Context: an optimization exercise on an open-source flow, tuned for small area, a short achievable clock period and few clock cycles. The choices shown serve that exercise and are no tape-out recipe.
In this exercise RTL edits were held to simulation tests only and were not proved equivalent to the original.

Design systolic_array_tile, start of the top module:
module systolic_array_tile #(
    parameter int unsigned ROWS   = 4,
    parameter int unsigned COLS   = 4,
    parameter int unsigned DATA_W = 8,
    parameter int unsigned ACC_W  = 32,
    parameter int unsigned MAX_K  = 256,
    parameter int unsigned K_W    = $clog2(MAX_K + 1),
    localparam int unsigned ROW_W = (ROWS > 1) ? $clog2(ROWS) : 1
) (
    input  logic                    clk_i,
    input  logic                    rst_ni,
    input  logic                    start_i,
    input  logic [K_W-1:0]          k_len_i,
    output logic                    busy_o,
    input  logic                    op_valid_i,
    output logic                    op_ready_o,
    input  logic [ROWS*DATA_W-1:0]  a_i,
    input  logic [COLS*DATA_W-1:0]  b_i,
    output logic                    c_valid_o,
    input  logic                    c_ready_i,
    output logic [COLS*ACC_W-1:0]   c_o,
    output logic [ROW_W-1:0]        c_row_o,
    output logic                    c_last_o,
    output logic                    done_o
);
Size in the first run: ~6500 cells after synthesis, about 730 flip-flops, roughly 210 I/O pins, about 62000 um2 of cells after synthesis.
==> module sa_out, before the edit <==
module sa_out #(
    parameter int unsigned ROWS  = 4,
    parameter int unsigned RES_W = 24,
    parameter int unsigned NB    = 7
) (
    input  logic                   clk_i,
    input  logic                   rst_ni,
    input  logic                   pend,     
    input  logic                   pend2,    
    input  logic                   take,     
    input  logic [ROWS*RES_W-1:0]  vn,       
    input  logic [ROWS*NB-1:0]     cyn,      
    output logic [RES_W-1:0]       c
);
    logic [ROWS-1:0]  r_sel;    
    logic [RES_W-1:0] r_c;
    logic [RES_W-1:0] w_vsel;
    logic [NB-1:0]    w_csel;
    logic [RES_W-1:0] w_cy;
    always_ff @(posedge clk_i or negedge rst_ni) begin
        if (!rst_ni) begin
            r_sel <= '0;
        end else if (pend) begin
            r_sel <= ROWS'(1);
        end else if (pend2 || take) begin
            r_sel <= r_sel << 1;
        end
    end
    logic [RES_W-1:0] w_vn_or;
    logic [NB-1:0]    w_cn_or;
    always_comb begin
        w_vn_or = '0;
        w_cn_or = '0;
        for (int r = 0; r < ROWS; r++) begin
            if (r_sel[r]) begin
                w_vn_or = w_vn_or | vn[r*RES_W +: RES_W];
                w_cn_or = w_cn_or | cyn[r*NB +: NB];
            end
        end
    end
    assign w_vsel = ~w_vn_or;
    assign w_csel = ~w_cn_or;
    assign w_cy = {1'b0, 1'b0, 1'b0, 1'b0, 1'b0, 1'b0, 1'b0, w_csel[6], 1'b0, w_csel[5], 1'b0, w_csel[4], 1'b0, w_csel[3], 1'b0, w_csel[2], 1'b0, w_csel[1], 1'b0, w_csel[0], 1'b0, 1'b0, 1'b0, 1'b0};    
    always_ff @(posedge clk_i) begin
        if (pend2 || take) r_c <= w_vsel + w_cy;
    end
    assign c = r_c;
endmodule
Settings: LEC_CHECK=0, CAP_MARGIN=20, CORE_MARGIN=2, CORE_UTILIZATION=60, CTS_CLUSTER_DIAMETER=80, CTS_CLUSTER_SIZE=25, SETUP_SLACK_MARGIN=4.2, SLEW_MARGIN=20, SYNTH_HIERARCHICAL=1, TNS_END_PERCENT=0; clock period 6.5 ns.
run.sh (not shown) runs the stock make flow with config.mk's settings and CLKGATE_MAP_FILE= SYNTH_SCRIPT=/design/flow/synth_recipe.tcl, a recipe that flattens the netlist after the stock synthesis.
Testbench counts at the start, summed over its fixed seeds: cycles 10,800.
==> next run, changes <==
--- a/flow/design.v
+++ b/flow/design.v
@@ -203,18 +203,14 @@
         end
     end
-    logic [RES_W-1:0] w_vn_or;
-    logic [NB-1:0]    w_cn_or;
     always_comb begin
-        w_vn_or = '0;
-        w_cn_or = '0;
+        w_vsel = '0;
+        w_csel = '0;
         for (int r = 0; r < ROWS; r++) begin
             if (r_sel[r]) begin
-                w_vn_or = w_vn_or | vn[r*RES_W +: RES_W];
-                w_cn_or = w_cn_or | cyn[r*NB +: NB];
+                w_vsel = w_vsel | ~vn[r*RES_W +: RES_W];
+                w_csel = w_csel | ~cyn[r*NB +: NB];
             end
         end
     end
-    assign w_vsel = ~w_vn_or;
-    assign w_csel = ~w_cn_or;
     assign w_cy = {1'b0, 1'b0, 1'b0, 1'b0, 1'b0, 1'b0, 1'b0, w_csel[6], 1'b0, w_csel[5], 1'b0, w_csel[4], 1'b0, w_csel[3], 1'b0, w_csel[2], 1'b0, w_csel[1], 1'b0, w_csel[0], 1'b0, 1'b0, 1'b0, 1'b0};    
     always_ff @(posedge clk_i) begin
The new run produced a clean layout; register-to-register slack stays flat; hold slack improved by 0.0079 ns; fmax hardly moves; core utilization rises by 0.71 points; clock skew hardly moves; final area rose by 2.5%; setup slack gains 0.0088 ns.
Testbench counts after the change, summed over its fixed seeds: cycles 10,800.

-- separate check: timing with driven ports --
How much do the figures lean on ideal ports? The routed layouts below were timed once more, with nothing changed but the port constraints.
Step 1 sets driving cells, clkbuf_16 on the clock port and buf_2 on the other inputs (assumed; they add their load-dependent delay and slew).
Step 2 moves the port delays by t, midway between the first and last clock arrival at a register: inputs arrive t later, outputs are due t later. That takes back most of the time a late clock gives input paths.
a / b / c = ideal ports / drivers / drivers and shift; a / b = the first two.
run	t (ns)	setup WS [ns]	worst setup path at the end	latest minus earliest clock arrival (ns)	pins driven straight from the clock port
the first run	0.757	3.556 / 3.556 / 2.952	input to register	0.042 / 0.042	1
the second run	0.761	3.565 / 3.565 / 2.908	input to register	0.044 / 0.044	1
After both steps every run listed still meets setup and hold. For the second run, which loses most, drivers alone change the setup slack by 0.000 ns; drivers and shift together by -0.657 ns.
